What follows belongs to an exercise in optimizing a design on an open flow for small area; a production flow would make more cautious choices.
Only simulation tests tie the RTL to the original design; equivalence was not proved.
Power figures rest on the tool's default switching activity, not on a simulated workload.

==> design/flow/design.v <==
`timescale 1ns / 1ps
`default_nettype none
package lrf_pkg;
    localparam int MAX_SIDE_DEF = 1024;
    localparam logic [7:0] CMD_COL_SET   = 8'h2A;
    localparam logic [7:0] CMD_ROW_SET   = 8'h2B;
    localparam logic [7:0] CMD_MEM_WRITE = 8'h2C;
    localparam int          PANEL_REG_W      = 11;
    localparam logic [10:0] PANEL_W_RESET    = 11'd240;
    localparam logic [10:0] PANEL_H_RESET    = 11'd320;
    localparam int          CFG_ADDR_W       = 3;
    localparam logic [0:0]  REG_PANEL_WIDTH  = 1'b0;
    localparam logic [0:0]  REG_PANEL_HEIGHT = 1'b1;
    localparam logic KIND_FILL = 1'b0;
    localparam logic KIND_TICK = 1'b1;
    typedef enum logic [1:0] {
        ST_BYTE     = 2'd0,
        ST_ACCEPTED = 2'd1,
        ST_REJECTED = 2'd2,
        ST_BUSY     = 2'd3
    } t_status;
    typedef enum logic [3:0] {
        PH_IDLE    = 4'd0,
        PH_COL_CMD = 4'd1,
        PH_COL_D0  = 4'd2,
        PH_COL_D1  = 4'd3,
        PH_COL_D2  = 4'd4,
        PH_COL_D3  = 4'd5,
        PH_ROW_CMD = 4'd6,
        PH_ROW_D0  = 4'd7,
        PH_ROW_D1  = 4'd8,
        PH_ROW_D2  = 4'd9,
        PH_ROW_D3  = 4'd10,
        PH_MEM_CMD = 4'd11,
        PH_PIXELS  = 4'd12
    } t_phase;
    typedef struct packed {
        logic [PANEL_REG_W-1:0] width;
        logic [PANEL_REG_W-1:0] height;
    } t_panel_cfg;
    typedef struct packed {
        logic               kind;
        logic signed [15:0] origin_col;
        logic signed [15:0] origin_row;
        logic signed [15:0] rect_width;
        logic signed [15:0] rect_height;
        logic [15:0]        fill_color;
    } t_req;
    typedef struct packed {
        t_status     status;
        logic [7:0]  spi_byte;
        logic        is_data;
        logic        release_select;
        logic        fill_done;
    } t_res;
endpackage
`default_nettype wire
`timescale 1ns / 1ps
`default_nettype none
module lrf_cfg_regs (
    input  wire logic                  i_clk,
    input  wire logic                  i_rst_n,
    input  wire logic                  psel,
    input  wire logic                  penable,
    input  wire logic                  pwrite,
    input  wire logic [lrf_pkg::CFG_ADDR_W-1:0] paddr,
    input  wire logic [31:0]           pwdata,
    output logic [31:0]                prdata,
    output logic                       pready,
    output lrf_pkg::t_panel_cfg        o_panel
);
    logic [lrf_pkg::PANEL_REG_W-1:0] r_panel_width;
    logic [lrf_pkg::PANEL_REG_W-1:0] r_panel_height;
    logic [0:0]             w_index;
    logic                   w_write;
    assign w_index = paddr[lrf_pkg::CFG_ADDR_W-1:2];
    assign w_write = psel && penable && pwrite && pready;
    assign pready  = 1'b1;
    always_ff @(posedge i_clk) begin
        if (!i_rst_n) begin
            r_panel_width  <= lrf_pkg::PANEL_W_RESET;
            r_panel_height <= lrf_pkg::PANEL_H_RESET;
        end else if (w_write) begin
            case (w_index)
                lrf_pkg::REG_PANEL_WIDTH:  r_panel_width  <= pwdata[lrf_pkg::PANEL_REG_W-1:0];
                lrf_pkg::REG_PANEL_HEIGHT: r_panel_height <= pwdata[lrf_pkg::PANEL_REG_W-1:0];
                default: ;
            endcase
        end
    end
    always_comb begin
        case (w_index)
            lrf_pkg::REG_PANEL_WIDTH:  prdata = 32'(r_panel_width);
            lrf_pkg::REG_PANEL_HEIGHT: prdata = 32'(r_panel_height);
            default:          prdata = '0;
        endcase
    end
    assign o_panel.width  = r_panel_width;
    assign o_panel.height = r_panel_height;
endmodule
`default_nettype wire
`timescale 1ns / 1ps
`default_nettype none
module lrf_clip #(
    parameter int MAX_SIDE = lrf_pkg::MAX_SIDE_DEF
) (
    input  wire logic signed [15:0] i_origin_col,
    input  wire logic signed [15:0] i_origin_row,
    input  wire logic signed [15:0] i_rect_width,
    input  wire logic signed [15:0] i_rect_height,
    input  lrf_pkg::t_panel_cfg        i_panel,
    output logic                     o_reject,
    output logic [$clog2(MAX_SIDE+1)-1:0] o_col_start,
    output logic [$clog2(MAX_SIDE+1)-1:0] o_col_end,
    output logic [$clog2(MAX_SIDE+1)-1:0] o_row_start,
    output logic [$clog2(MAX_SIDE+1)-1:0] o_row_end,
    output logic [$clog2(MAX_SIDE+1)-1:0] o_clip_w,
    output logic [$clog2(MAX_SIDE+1)-1:0] o_clip_h
);
    localparam int SW = $clog2(MAX_SIDE + 1);
    logic [SW-1:0] w_pw;
    logic [SW-1:0] w_ph;
    logic          w_col_bad;
    logic          w_row_bad;
    logic          w_col_over;
    logic          w_row_over;
    logic [SW-1:0] w_x;
    logic [SW-1:0] w_y;
    logic          w_single;
    assign w_pw = ({21'd0, i_panel.width}  > 32'(MAX_SIDE)) ? SW'(MAX_SIDE) : SW'(i_panel.width);
    assign w_ph = ({21'd0, i_panel.height} > 32'(MAX_SIDE)) ? SW'(MAX_SIDE) : SW'(i_panel.height);
    assign w_col_bad = i_origin_col[15] || (i_origin_col >= $signed({1'b0, 15'(w_pw)}))
                       || i_rect_width[15] || (i_rect_width == 16'sd0);
    assign w_row_bad = i_origin_row[15] || (i_origin_row >= $signed({1'b0, 15'(w_ph)}))
                       || i_rect_height[15] || (i_rect_height == 16'sd0);
    assign o_reject  = w_col_bad || w_row_bad;
    assign w_x = i_origin_col[SW-1:0];
    assign w_y = i_origin_row[SW-1:0];
    assign w_col_over = ({1'b0, i_origin_col} + {1'b0, i_rect_width}) > 17'(w_pw);
    assign w_row_over = ({1'b0, i_origin_row} + {1'b0, i_rect_height}) > 17'(w_ph);
    assign o_clip_w   = w_col_over ? (w_pw - w_x) : i_rect_width[SW-1:0];
    assign o_clip_h   = w_row_over ? (w_ph - w_y) : i_rect_height[SW-1:0];
    assign w_single    = (o_clip_w == SW'(1)) && (o_clip_h == SW'(1));
    assign o_col_start = w_x;
    assign o_row_start = w_y;
    assign o_col_end   = w_single ? (w_x + SW'(1)) : (w_x + o_clip_w - SW'(1));
    assign o_row_end   = w_single ? (w_y + SW'(1)) : (w_y + o_clip_h - SW'(1));
endmodule
`default_nettype wire
`timescale 1ns / 1ps
`default_nettype none
module lrf_engine #(
    parameter int MAX_SIDE = lrf_pkg::MAX_SIDE_DEF
) (
    input  wire logic               i_clk,
    input  wire logic               i_rst_n,
    input  lrf_pkg::t_panel_cfg     i_panel,
    input  wire logic               i_req_valid,
    output logic                    i_req_ready,
    input  wire logic               i_req_kind,
    input  wire logic signed [15:0] i_req_origin_col,
    input  wire logic signed [15:0] i_req_origin_row,
    input  wire logic signed [15:0] i_req_rect_width,
    input  wire logic signed [15:0] i_req_rect_height,
    input  wire logic [15:0]        i_req_fill_color,
    output logic                    o_res_valid,
    input  wire logic               o_res_ready,
    output logic [1:0]              o_res_status,
    output logic [7:0]              o_res_spi_byte,
    output logic                    o_res_is_data,
    output logic                    o_res_release_select,
    output logic                    o_res_fill_done
);
    localparam int SW = $clog2(MAX_SIDE + 1);
    localparam int PW = 2 * SW;
    logic          r_in_valid;
    lrf_pkg::t_req          r_in;
    logic          w_advance;
    lrf_pkg::t_phase        r_phase;
    lrf_pkg::t_phase        n_phase;
    logic          r_low_next;
    logic          n_low_next;
    logic          r_load;
    logic [PW-1:0] r_pixels;
    logic [PW-1:0] n_pixels;
    logic [PW-1:0] w_pix_dec;
    logic [SW-1:0] r_col_start;
    logic [SW-1:0] r_col_end;
    logic [SW-1:0] r_row_start;
    logic [SW-1:0] r_row_end;
    logic [SW-1:0] r_clip_w;
    logic [SW-1:0] r_clip_h;
    logic [15:0]   r_color;
    logic          r_out_valid;
    logic          n_out_valid;
    lrf_pkg::t_res          r_res;
    lrf_pkg::t_res          n_res;
    logic          w_take;
    logic          w_reject;
    logic [SW-1:0] w_col_start;
    logic [SW-1:0] w_col_end;
    logic [SW-1:0] w_row_start;
    logic [SW-1:0] w_row_end;
    logic [SW-1:0] w_clip_w;
    logic [SW-1:0] w_clip_h;
    function automatic logic [7:0] win_byte(input logic [15:0] s, input logic [15:0] e,
                                            input logic [1:0] idx);
        logic [7:0] b;
        case (idx)
            2'd0:    b = s[15:8];
            2'd1:    b = s[7:0];
            2'd2:    b = e[15:8];
            default: b = e[7:0];
        endcase
        win_byte = b;
    endfunction
    assign w_advance   = r_in_valid && (!r_out_valid || o_res_ready);
    assign i_req_ready = !r_in_valid || w_advance;
    always_ff @(posedge i_clk) begin
        if (!i_rst_n) begin
            r_in_valid <= 1'b0;
        end else if (i_req_ready) begin
            r_in_valid <= i_req_valid;
        end
    end
    always_ff @(posedge i_clk) begin
        if (i_req_valid && i_req_ready) begin
            r_in.kind        <= i_req_kind;
            r_in.origin_col  <= i_req_origin_col;
            r_in.origin_row  <= i_req_origin_row;
            r_in.rect_width  <= i_req_rect_width;
            r_in.rect_height <= i_req_rect_height;
            r_in.fill_color  <= i_req_fill_color;
        end
    end
    lrf_clip #(
        .MAX_SIDE (MAX_SIDE)
    ) u_clip (
        .i_origin_col  (r_in.origin_col),
        .i_origin_row  (r_in.origin_row),
        .i_rect_width  (r_in.rect_width),
        .i_rect_height (r_in.rect_height),
        .i_panel       (i_panel),
        .o_reject      (w_reject),
        .o_col_start   (w_col_start),
        .o_col_end     (w_col_end),
        .o_row_start   (w_row_start),
        .o_row_end     (w_row_end),
        .o_clip_w      (w_clip_w),
        .o_clip_h      (w_clip_h)
    );
    assign w_pix_dec = (r_pixels != '0) ? (r_pixels - PW'(1)) : r_pixels;
    always_comb begin
        n_phase    = r_phase;
        n_low_next = r_low_next;
        n_pixels   = r_pixels;
        n_out_valid = 1'b0;
        w_take     = 1'b0;
        n_res      = '0;
        n_res.status = lrf_pkg::ST_BYTE;
        if (r_in.kind == lrf_pkg::KIND_FILL) begin
            n_out_valid = 1'b1;
            if (r_phase != lrf_pkg::PH_IDLE) begin
                n_res.status = lrf_pkg::ST_BUSY;
            end else if (w_reject) begin
                n_res.status = lrf_pkg::ST_REJECTED;
            end else begin
                n_res.status = lrf_pkg::ST_ACCEPTED;
                n_phase      = lrf_pkg::PH_COL_CMD;
                n_low_next   = 1'b0;
                w_take       = 1'b1;
            end
        end else begin
            case (r_phase)
                lrf_pkg::PH_IDLE: begin
                end
                lrf_pkg::PH_COL_CMD: begin
                    n_out_valid          = 1'b1;
                    n_res.spi_byte       = lrf_pkg::CMD_COL_SET;
                    n_res.release_select = 1'b1;
                    n_phase              = lrf_pkg::PH_COL_D0;
                end
                lrf_pkg::PH_COL_D0, lrf_pkg::PH_COL_D1, lrf_pkg::PH_COL_D2, lrf_pkg::PH_COL_D3: begin
                    n_out_valid    = 1'b1;
                    n_res.is_data  = 1'b1;
                    n_res.spi_byte = win_byte(16'(r_col_start), 16'(r_col_end),
                                              2'(r_phase - lrf_pkg::PH_COL_D0));
                    n_phase = (r_phase == lrf_pkg::PH_COL_D3) ? lrf_pkg::PH_ROW_CMD
                                                     : lrf_pkg::t_phase'(r_phase + 4'd1);
                end
                lrf_pkg::PH_ROW_CMD: begin
                    n_out_valid          = 1'b1;
                    n_res.spi_byte       = lrf_pkg::CMD_ROW_SET;
                    n_res.release_select = 1'b1;
                    n_phase              = lrf_pkg::PH_ROW_D0;
                end
                lrf_pkg::PH_ROW_D0, lrf_pkg::PH_ROW_D1, lrf_pkg::PH_ROW_D2, lrf_pkg::PH_ROW_D3: begin
                    n_out_valid    = 1'b1;
                    n_res.is_data  = 1'b1;
                    n_res.spi_byte = win_byte(16'(r_row_start), 16'(r_row_end),
                                              2'(r_phase - lrf_pkg::PH_ROW_D0));
                    n_phase = (r_phase == lrf_pkg::PH_ROW_D3) ? lrf_pkg::PH_MEM_CMD
                                                     : lrf_pkg::t_phase'(r_phase + 4'd1);
                end
                lrf_pkg::PH_MEM_CMD: begin
                    n_out_valid          = 1'b1;
                    n_res.spi_byte       = lrf_pkg::CMD_MEM_WRITE;
                    n_res.release_select = 1'b1;
                    n_low_next           = 1'b0;
                    n_phase              = lrf_pkg::PH_PIXELS;
                end
                lrf_pkg::PH_PIXELS: begin
                    n_out_valid   = 1'b1;
                    n_res.is_data = 1'b1;
                    if (!r_low_next) begin
                        n_res.spi_byte = r_color[15:8];
                        n_low_next     = 1'b1;
                    end else begin
                        n_res.spi_byte = r_color[7:0];
                        n_low_next     = 1'b0;
                        n_pixels       = w_pix_dec;
                        if (w_pix_dec == '0) begin
                            n_phase              = lrf_pkg::PH_IDLE;
                            n_res.release_select = 1'b1;
                            n_res.fill_done      = 1'b1;
                        end
                    end
                end
                default: begin
                    n_phase = lrf_pkg::PH_IDLE;
                end
            endcase
        end
    end
    always_ff @(posedge i_clk) begin
        if (!i_rst_n) begin
            r_phase     <= lrf_pkg::PH_IDLE;
            r_low_next  <= 1'b0;
            r_load      <= 1'b0;
            r_out_valid <= 1'b0;
        end else begin
            r_load <= w_advance && w_take;
            if (w_advance) begin
                r_phase     <= n_phase;
                r_low_next  <= n_low_next;
                r_out_valid <= n_out_valid;
            end else if (o_res_ready) begin
                r_out_valid <= 1'b0;
            end
        end
    end
    always_ff @(posedge i_clk) begin
        if (w_advance) begin
            r_res <= n_res;
        end
        if (w_advance && w_take) begin
            r_col_start <= w_col_start;
            r_col_end   <= w_col_end;
            r_row_start <= w_row_start;
            r_row_end   <= w_row_end;
            r_clip_w    <= w_clip_w;
            r_clip_h    <= w_clip_h;
            r_color     <= r_in.fill_color;
        end
    end
    always_ff @(posedge i_clk) begin
        if (r_load) begin
            r_pixels <= PW'(r_clip_w) * PW'(r_clip_h);
        end else if (w_advance) begin
            r_pixels <= n_pixels;
        end
    end
    assign o_res_valid          = r_out_valid;
    assign o_res_status         = r_res.status;
    assign o_res_spi_byte       = r_res.spi_byte;
    assign o_res_is_data        = r_res.is_data;
    assign o_res_release_select = r_res.release_select;
    assign o_res_fill_done      = r_res.fill_done;
endmodule
`default_nettype wire
`timescale 1ns / 1ps
`default_nettype none
module lcd_rect_fill_streamer_top #(
    parameter int MAX_SIDE = lrf_pkg::MAX_SIDE_DEF
) (
    input  wire logic                  i_clk,
    input  wire logic                  i_rst_n,
    input  wire logic                  i_req_valid,
    output logic                       i_req_ready,
    input  wire logic                  i_req_kind,
    input  wire logic signed [15:0]    i_req_origin_col,
    input  wire logic signed [15:0]    i_req_origin_row,
    input  wire logic signed [15:0]    i_req_rect_width,
    input  wire logic signed [15:0]    i_req_rect_height,
    input  wire logic [15:0]           i_req_fill_color,
    output logic                       o_res_valid,
    input  wire logic                  o_res_ready,
    output logic [1:0]                 o_res_status,
    output logic [7:0]                 o_res_spi_byte,
    output logic                       o_res_is_data,
    output logic                       o_res_release_select,
    output logic                       o_res_fill_done,
    input  wire logic                  psel,
    input  wire logic                  penable,
    input  wire logic                  pwrite,
    input  wire logic [lrf_pkg::CFG_ADDR_W-1:0] paddr,
    input  wire logic [31:0]           pwdata,
    output logic [31:0]                prdata,
    output logic                       pready
);
    lrf_pkg::t_panel_cfg w_panel;
    lrf_cfg_regs u_cfg (
        .i_clk   (i_clk),
        .i_rst_n (i_rst_n),
        .psel    (psel),
        .penable (penable),
        .pwrite  (pwrite),
        .paddr   (paddr),
        .pwdata  (pwdata),
        .prdata  (prdata),
        .pready  (pready),
        .o_panel (w_panel)
    );
    lrf_engine #(
        .MAX_SIDE (MAX_SIDE)
    ) u_engine (
        .i_clk   (i_clk),
        .i_rst_n (i_rst_n),
        .i_panel              (w_panel),
        .i_req_valid          (i_req_valid),
        .i_req_ready          (i_req_ready),
        .i_req_kind           (i_req_kind),
        .i_req_origin_col     (i_req_origin_col),
        .i_req_origin_row     (i_req_origin_row),
        .i_req_rect_width     (i_req_rect_width),
        .i_req_rect_height    (i_req_rect_height),
        .i_req_fill_color     (i_req_fill_color),
        .o_res_valid          (o_res_valid),
        .o_res_ready          (o_res_ready),
        .o_res_status         (o_res_status),
        .o_res_spi_byte       (o_res_spi_byte),
        .o_res_is_data        (o_res_is_data),
        .o_res_release_select (o_res_release_select),
        .o_res_fill_done      (o_res_fill_done)
    );
endmodule
`default_nettype wire
==> design/flow/run.sh <==
#!/bin/bash
# synth_recipe.tcl (not shown) runs the flow's synth.tcl, then flattens the netlist and writes it again
# the make line also repeats each setting of config.mk as NAME=value (left out here)
make -C /OpenROAD-flow-scripts/flow DESIGN_CONFIG=/design/flow/config.mk WORK_HOME=/design/flow/orfs CLKGATE_MAP_FILE= SYNTH_SCRIPT=/design/flow/synth_recipe.tcl finish
==> design/flow/config.mk <==
export PLATFORM = sky130hd
export DESIGN_NAME = lcd_rect_fill_streamer_top
export DESIGN_NICKNAME = lcd_rect_fill_streamer_top
export VERILOG_FILES = /design/flow/design.v
export SDC_FILE = /design/flow/constraint.sdc
export NUM_CORES = 4
export LEC_CHECK = 0
export CAP_MARGIN = 20
export CORE_MARGIN = 2
export CORE_UTILIZATION = 40
export SLEW_MARGIN = 20
==> design/flow/constraint.sdc <==
create_clock -name core_clock -period 10.0 [get_ports {i_clk}]
set_input_delay 2.0000 -clock core_clock [delete_from_list [all_inputs] [get_ports {i_clk}]]
set_output_delay 2.0000 -clock core_clock [all_outputs]
set_load 0.01 [all_outputs]
==> run notes <==
-- per-layer routing --
| metal | share of wire (%) | routed length (um) | GRT usage (%) |
|---|---|---|---|
| met5 | 0 | 0 | 0 |
| met4 | 3.5 | 1620 | 6.78 |
| met3 | 3.7 | 1710 | 2.24 |
| met2 | 49 | 22400 | 34.1 |
| met1 | 44 | 20400 | 24.8 |
-- layout make-up --
| class | instances | area [um^2] | share of cell area, % |
|---|---|---|---|
| clock buffer | 36 | 709 | 3.35 |
| clock inverter | 14 | 164 | 0.774 |
| tap | 600 | 751 | 3.54 |
| inverter | 223 | 837 | 3.95 |
| timing repair buffer | 131 | 1300 | 6.12 |
| multi-input combinational | 1394 | 10900 | 51.3 |
| sequential | 228 | 6550 | 30.9 |
-- report_power, final --
| group | internal, W | switching (W) | total (W) |
|---|---|---|---|
| clock network | 0.000578 | 0.000401 | 0.000980 |
| registers | 0.00108 | 0.0000297 | 0.00111 |
| logic | 0.000266 | 0.000301 | 0.000566 |
| total | 0.00192 | 0.000732 | 0.00266 |
-- cells in the final DEF (no fill, tap or decap), types with 7 or more instances in the layout --
| cell type | count |
|---|---|
| o31ai_1 | 7 |
| or4_1 | 11 |
| clkbuf_1 | 9 |
| a21o_1 | 24 |
| mux2_2 | 20 |
| o21ai_1 | 17 |
| a211oi_1 | 14 |
| or3_1 | 11 |
| edfxtp_1 | 198 |
| dfxtp_1 | 30 |
| xnor2_1 | 76 |
| a21boi_0 | 8 |
| o22ai_1 | 7 |
| nor4_1 | 19 |
| a21oi_1 | 99 |
| o21ai_0 | 62 |
| o21bai_1 | 8 |
| nor2b_1 | 16 |
| a311oi_1 | 10 |
| clkdlybuf4s50_1 | 125 |
| nand3b_1 | 7 |
| nand2b_1 | 9 |
| nor3_1 | 30 |
| nand3_1 | 44 |
| conb_1 | 22 |
| o21a_1 | 20 |
| xor2_1 | 21 |
| and2_1 | 53 |
| a31oi_1 | 10 |
| mux2i_1 | 36 |
| and3_1 | 8 |
| clkbuf_16 | 27 |
| fa_1 | 86 |
| nand2_1 | 224 |
| ha_1 | 201 |
| o211ai_1 | 8 |
| nor2_1 | 115 |
| inv_1 | 223 |
-- flip-flops by register name, summed over array words and instances, names as in the netlist --
signal                flops
u_engine.r_in            81
u_engine.r_pixels        22
u_engine.r_color         16
u_engine.r_res           13
u_cfg.r_panel_height     11
u_cfg.r_panel_width      11
u_engine.r_clip_h        11
u_engine.r_clip_w        11
u_engine.r_col_end       11
u_engine.r_col_start     11
u_engine.r_row_end       11
u_engine.r_row_start     11
u_engine.r_phase          4
u_engine.r_in_valid       1
u_engine.r_load           1
u_engine.r_low_next       1
u_engine.r_out_valid      1
-- per-stage QoR --
stage / instance area (um^2) / setup slack (ns) / util [%]
floorplan: 18700 / 1.54 / -
global placement: 20300 / 2.42 / 44.5
detailed placement: 20300 / 2.35 / 44.6
CTS: 21200 / 2.35 / 46.5
global route: 21200 / 1.77 / 46.5
finish: 21200 / 2.33 / 46.5
-- cells by family (layout without fill, tap and decap cells) --
logic type,Yosys count,after routing,share of synthesized area (%)
muxes,58,58,3.27
adders and majority gates,287,287,22.8
AOI/OAI and AO/OA,350,350,12.2
DFF,228,228,35.2
buffers and inverters,309,404,6.81
other,2,22,0.0404
and+or+nand+nor,580,580,15.1
xor gates and xnor gates,97,97,4.57
-- cells in the mapped netlist (all sizes together), types with 6 or more instances --
cell,instances,area (um^2)
nand3b,7,52.6
nor3,33,175
and3,8,50.1
inv,223,837
a22oi,6,45.0
o211ai,8,60.1
dfxtp,30,601
a21o,24,180
mux2i,36,360
fa,86,1720
xnor2,76,666
or3,12,76.3
a222oi,6,60.1
a311oi,10,87.6
mux2,22,248
o21ai,79,395
a211oi,15,113
nor4,21,153
nand3,44,220
clkbuf,52,195
a21boi,8,60.1
o21a,20,150
a211o,6,52.6
xor2,21,184
a31oi,10,62.6
edfxtp,198,5950
buf,34,233
a21oi,99,495
o31ai,7,52.6
nand2,225,847
and2,54,338
nor2,115,432
or4,13,103
nor2b,16,100
ha,201,2510
nand4,6,37.5
o21bai,8,60.1
o22ai,8,50.1
nand2b,9,56.3
-- worst max path at each step --
stage / startpoint / to / slack, ns / depth (start not counted)
finish: u_engine.r_in[64] / u_engine.r_col_end[10] / 2.33 / 32
global route: u_engine.r_in[64] / u_engine.r_col_end[10] / 1.77 / 32
floorplan: o_res_ready / u_engine.r_clip_h[0] / 1.54 / 3
detailed placement: u_engine.r_in[64] / u_engine.r_col_end[10] / 2.35 / 32
CTS: u_engine.r_in[64] / u_engine.r_col_end[10] / 2.35 / 32
global placement: u_engine.r_in[64] / u_engine.r_col_end[10] / 2.42 / 32
==> impl_results.md <==
- Worst max-slew margin expressed relative to the limit: 37.3%
- Worst Path Required: 10.31 ns
- EDFF count, synth: 198
- DRC violation total after the first TritonRoute iteration: 806
- Arrival time of data at the critical path endpoint: 7.98 ns
- Buffer type at the clock tree root: clkbuf_16
- Number of buffers and inverters on the critical path: 2
- Skew final: 0.0350 ns
- Leak Pwr: 8.89 nW
- Reg-to-reg setup timing slack: 2.33 ns
- Setup repair after global routing missed its margin: false
- Maximum clock frequency: 0.130 GHz
- Ports: 171
- Post-cts hold buffer count: 0
- Net count of the finished layout: 2415
- Count of unresolved DRC violations after routing: 0
- Post-cts sizing count: 0
- CTS H-Tree Depth: 1
- Worst min-delay path endpoint: u_engine.r_color[3]
- Run status: complete, no violations
- Sequential-to-total area share from yosys stat: 35.2%
- Clock Path Buffers: 3
- Antenna violations before repair: 0
- Rows: 78
- Synthesis-to-layout area growth: 14.0%
- Number of nets still failing antenna checks after routing: 0
- CP dominant cell by count: ha_1
- Total clock buffers created by CTS: 27
- Total half-perimeter wirelength after legalization and detailed placement: 36300 um
- Dominant delay contributor by cell family on the critical path: compound AO/OA/AOI/OAI gates
- GRT overflow: 0
- Setup repair bufs after CTS: 0
- Synth warnings: 2
- Clock input transition at the sequential cells of the worst setup and hold paths: 0.06 ns
- Count of placed standard cells in the final layout, fillers left out: 2626
- Min-delay worst type: reg2reg
- Quantity of I/O buffers inserted on ports: 125
- Period Utilization, post-route: 76.7%
- Number of max-cap violations: 0
- Die outline width: 220 um
- Max VDD drop: 117 uV
- Total global routing track utilization: 19.5%
- Vertical die dimension: 220 um
- Largest net degree at the start of global routing: 75
- Critical path fanouts, max: 13
- Fin crit period: 7.67 ns
- Slew at the pin closest to its max-slew limit: 0.940 ns
- Routed wire length: 46200 um
- Skew-Pair Late Insertion Delay: 0.58 ns
- Total Neg Setup Slack: 0 ns
- Worst Min Path Start: u_engine.r_in[3]
- Post-synthesis area per instance: 9.72 um^2
- Worst setup EP type: register
- Final Slew Violations: 0
- Core ar.: 45600 um^2
- PnR Total Power: 0.00266 W
- Crit Path Class: reg2reg
- Final hold violations: 0
- Reg2reg start: u_engine.r_in[64]
- Weighted congestion reported at the end of routability-driven placement: 0.859
- Initial Utilization: 40.8%
- Initial DRT Pass Iterations: 9
- Number of global-route vias before repair: 14300
- Vias: 14000
- Die ar.: 48200 um^2
- Count of fill cells added during filler insertion: 4238
- Final worst hold slack: 0.416 ns
- Longest individual stage delay on the worst path: 0.57 ns
- Post-synthesis cell count: 1911
- Post-placement cell count: 2576
- Synth Cell Area: 18600 um^2
- Most frequently used flop master after synthesis: edfxtp_1
- Clock tree from TritonCTS: built
- Wire length of the first global-routing pass: 74800 um
- Final setup violation count: 0
- Worst reg2reg endpoint: u_engine.r_col_end[10]
- #FFs+latches synth: 228
- Async set-or-reset flop fraction in the synthesized netlist: 0%
- Cell with the largest stage delay on the worst path: edfxtp_1
- Power density over the cells: 125 nW/um^2
- CTS Sinks: 228
- Antenna cells: 0
- Wire length per cell: 17.6 um
- Register-to-Register Path Depth: 32
- Layout cells sized above 1: 4.39%
- Count of cells along the worst hold path: 0
- Vias per cell: 5.32
- Synth unique cells: 82
- Startpoint Class: register

[what the ideal ports hide]
How much do the figures lean on ideal ports? The routed layout below was timed once more, with nothing changed but the port constraints.
Step 1 sets driving cells, clkbuf_16 on the clock port and buf_2 on the other inputs (assumed; they add their load-dependent delay and slew).
Step 2 times the ports against the registers' clock, not the clock port: input delays grow and output delays shrink by t, the midpoint of the rising clock arrivals with the driver on.
Three values: ideal, step 1, step 2; two values: the first two.
t (ns): 0.610
setup WS [ns]: 2.333 / 2.333 / 2.333
worst hold slack (ns): 0.416 / 0.416 / 0.416
slew at the worst register clock pin (ns): 0.06 / 0.06
After both steps this run still meets setup and hold. For this run, drivers alone change the setup slack by 0.000 ns; drivers and shift together by 0.000 ns.
